From an optimization exercise on the open Yosys and OpenROAD flow, aimed at small area and a short achievable clock period; shortcuts taken in it are not production practice.
Only simulation tests tie the RTL to the original design; equivalence was not proved.
Power is estimated from default activity; no workload was simulated.

## JK
==> module threshold_accumulator, before the edit <==
module threshold_accumulator (
	input  wire                      clk,
	input  wire                      rstn,
	input  wire [7:0]                row0,
	input  wire [7:0]                row1,
	input  wire [7:0]                row2,
	input  wire [8-1:0]   wr_oh2,
	input  wire [8-1:0]   wr_oh1,
	input  wire                      sample,
	input  bnn_pkg::entry_addr_t     addr,
	input  bnn_pkg::acc_t            thr,
	input  wire                      acc_clear,
	output bnn_pkg::acc_t            pre_activation,
	output logic                     fire
);
	localparam int E = 8;
	logic [7:0] cnt_mem [E];
	logic [7:0] cnt_sum;
	logic [7:0] cnt_last;
	assign cnt_sum = row0 + row1 + row2;
	always_ff @(posedge clk) begin
		for (int e = 0; e < E; e++) begin
			if (wr_oh2[e]) begin
				cnt_mem[e] <= cnt_sum;
			end
		end
		cnt_last <= cnt_sum;
	end
	logic                  smp_v0;
	bnn_pkg::entry_addr_t  smp_addr0;
	logic                  smp_v1;
	logic [7:0]            cnt_rd;
	logic                  hit_row;
	logic                  hit_last;
	bnn_pkg::acc_t         thr1;
	always_ff @(posedge clk) begin
		smp_v0    <= sample && !rstn;
		smp_addr0 <= addr;
		smp_v1    <= smp_v0 && !rstn;
		cnt_rd    <= cnt_mem[smp_addr0];
		hit_row   <= wr_oh1[smp_addr0];
		hit_last  <= wr_oh2[smp_addr0];
		thr1      <= thr;
	end
	logic [7:0] cnt_old;
	assign cnt_old = hit_last ? cnt_last : cnt_rd;
	bnn_pkg::acc_t sum_q;
	function automatic logic [16-1:0] add_count(input logic [16-1:0] sum,
			input logic use_rows, input logic [7:0] r0, input logic [7:0] r1,
			input logic [7:0] r2, input logic [7:0] c_old);
		logic [16-1:0] s_old;
		logic [16-1:0] s_row;
		s_old = sum + bnn_pkg::acc_t'(c_old);
		s_row = sum + bnn_pkg::acc_t'(r0) + bnn_pkg::acc_t'(r1) + bnn_pkg::acc_t'(r2);
		add_count = use_rows ? s_row : s_old;
	endfunction
	bnn_pkg::acc_t acc_next;
	bnn_pkg::acc_t pre_next;
	assign acc_next = add_count(sum_q, hit_row, row0, row1, row2, cnt_old);
	assign pre_next = add_count(pre_activation, hit_row, row0, row1, row2, cnt_old);
	logic [7:0] pre_lo;
	logic [7:0] pre_hi;
	logic [7:0] pre_hi_inc;
	logic [7:0] thr_lo;
	logic [7:0] thr_hi;
	logic [9:0] lo_bound0;
	logic [9:0] lo_bound1;
	logic       gt_hi0;
	logic       gt_hi1;
	logic       eq_hi0;
	logic       eq_hi1;
	assign pre_lo     = sum_q[7:0];
	assign pre_hi     = sum_q[15:8];
	assign pre_hi_inc = pre_hi + 8'd1;
	assign thr_lo     = thr1[7:0];
	assign thr_hi     = thr1[15:8];
	assign lo_bound0  = 10'd256 + {2'b00, thr_lo} - {2'b00, pre_lo};
	assign lo_bound1  = lo_bound0 + 10'd256;
	assign gt_hi0     = pre_hi > thr_hi;
	assign gt_hi1     = pre_hi_inc > thr_hi;
	assign eq_hi0     = pre_hi == thr_hi;
	assign eq_hi1     = pre_hi_inc == thr_hi;
	function automatic logic fire_for(input logic [7:0] c, input logic [7:0] p_lo,
			input logic [9:0] b0, input logic [9:0] b1, input logic g0, input logic g1,
			input logic e0, input logic e1);
		logic [9:0] c_ext;
		c_ext = 10'd256 + {2'b00, c};
		if (c > ~p_lo) begin
			fire_for = g1 || (e1 && c_ext > b1);
		end else begin
			fire_for = g0 || (e0 && c_ext > b0);
		end
	endfunction
	logic fire_old;
	logic fire_row;
	logic fire_next;
	assign fire_old  = fire_for(cnt_old, pre_lo, lo_bound0, lo_bound1, gt_hi0, gt_hi1,
		eq_hi0, eq_hi1);
	assign fire_row  = fire_for(cnt_sum, pre_lo, lo_bound0, lo_bound1, gt_hi0, gt_hi1,
		eq_hi0, eq_hi1);
	assign fire_next = hit_row ? fire_row : fire_old;
	always_ff @(posedge clk) begin
		if (rstn || acc_clear) begin
			sum_q <= '0;
			pre_activation <= '0;
			fire <= 1'b0;
		end else if (smp_v1) begin
			sum_q <= acc_next;
			pre_activation <= pre_next;
			fire <= fire_next;
		end
	end
endmodule
clock: 8.0 ns
lec_check: 0
abc_clock_period_in_ps: 3000
cap_margin: 20
core_margin: 2
core_utilization: 40
cts_cluster_diameter: 100
cts_cluster_size: 30
setup_slack_margin: 5.0
slew_margin: 20
tns_end_percent: 100
buffer_ports_args: -buffer_cell sky130_fd_sc_hd__buf_2
standard.sh (not shown) runs the stock make flow with config.mk's settings and CLKGATE_MAP_FILE= SYNTH_SCRIPT=/design/flow/synth_recipe.tcl, a recipe that flattens the netlist after the stock synthesis.
==> flow/flow/run.sh <==
#!/bin/bash
# Standard layout, with two changes:
# - synthesis uses no full/half adder cells. The flow's extract_fa step maps
#   the carry-save popcount tree and the adders onto sky130 fa/ha cells,
#   whose sum output is slow; left as plain gates, ABC maps them to faster
#   xor/and-or logic. Registers are unchanged.
# - every port still gets its own buffer, but a plain buf_2 in place of the
#   delay buffer that buffer_ports picks by default (resizing may upsize it).
set -u
cfg="${FLOW_CONFIG:-config.mk}"
cp standard.sh standard.sh.txt
printf '\n# no adder cells\nexport ADDER_MAP_FILE =\n' >> "$cfg"
printf '# plain port buffers\nexport BUFFER_PORTS_ARGS = -buffer_cell sky130_fd_sc_hd__buf_2\n' >> "$cfg"
bash standard.sh > standard.log 2>&1
status=$?
echo "standard.sh exit $status"
exit $status
### JK -> MS
diff --git a/flow/design.v b/flow/design.v
--- a/flow/design.v
+++ b/flow/design.v
@@ -447,5 +447,4 @@
 	logic [7:0] cnt_old;
 	assign cnt_old = hit_last ? cnt_last : cnt_rd;
-	bnn_pkg::acc_t sum_q;
 	function automatic logic [16-1:0] add_count(input logic [16-1:0] sum,
 			input logic use_rows, input logic [7:0] r0, input logic [7:0] r1,
@@ -458,7 +457,5 @@
 	endfunction
 	bnn_pkg::acc_t acc_next;
-	bnn_pkg::acc_t pre_next;
-	assign acc_next = add_count(sum_q, hit_row, row0, row1, row2, cnt_old);
-	assign pre_next = add_count(pre_activation, hit_row, row0, row1, row2, cnt_old);
+	assign acc_next = add_count(pre_activation, hit_row, row0, row1, row2, cnt_old);
 	logic [7:0] pre_lo;
 	logic [7:0] pre_hi;
@@ -472,6 +469,6 @@
 	logic       eq_hi0;
 	logic       eq_hi1;
-	assign pre_lo     = sum_q[7:0];
-	assign pre_hi     = sum_q[15:8];
+	assign pre_lo     = pre_activation[7:0];
+	assign pre_hi     = pre_activation[15:8];
 	assign pre_hi_inc = pre_hi + 8'd1;
 	assign thr_lo     = thr1[7:0];
@@ -504,10 +501,8 @@
 	always_ff @(posedge clk) begin
 		if (rstn || acc_clear) begin
-			sum_q <= '0;
 			pre_activation <= '0;
 			fire <= 1'b0;
 		end else if (smp_v1) begin
-			sum_q <= acc_next;
-			pre_activation <= pre_next;
+			pre_activation <= acc_next;
 			fire <= fire_next;
 		end
## What came out
- MS and JK ended up with roughly the same portion of netlist area occupied by mux cells.
- On number of well taps: MS sits below JK.
- MS vs JK — final total power dropped slightly
- Changes observed in MS relative to JK: proportion of power drawn by the clock network rose 0.9 points, number of inverters outside the clock class in the layout shows an increase of 8, worst voltage drop across the vdd grid went down by 15%, non-clock buffer count decreased 21, average instance area after synthesis up 1.0%.
- Of the two values seen for capture point of the worst path, i_param_store.g_entry[0].wgt[6] was produced by MS and i_param_store.g_entry[4].wgt[78] by JK.
- Run comparison: MS critical path launch point wr_addr[0]; JK critical path launch point wr_sel[1]
- Sort MS and JK by cell count asc -> top: MS
- Against JK, area of all sequential standard cells in MS fell slightly.
- Re setup slack of the critical path after layout: JK was higher than MS.

-- port drivers added, routing unchanged --
In the flow no input, the clock included, has a driving cell. The finished layouts below were timed again as built, in two steps.
Step 1: set_driving_cell puts a clkbuf_16 on clk and a buf_2 on each other input, an assumption about the parent block.
Step 2 also shifts input and output timing later by t, the mid clock arrival at the registers, as if the neighbouring blocks saw the same clock.
Slacks: no drivers / after step 1 / after step 2; pairs: no drivers / after step 1.
run	t (ns)	setup slack, ns	worst setup path at the end	clock arrival spread, ns
JK	0.883	4.914 / 4.914 / 4.093	input to register	0.086 / 0.086
MS	0.869	4.877 / 4.942 / 4.073	input to register	0.074 / 0.074
After both steps every run listed still meets setup and hold. For JK, which loses most, drivers alone change the setup slack by 0.000 ns; drivers and shift together by -0.821 ns.
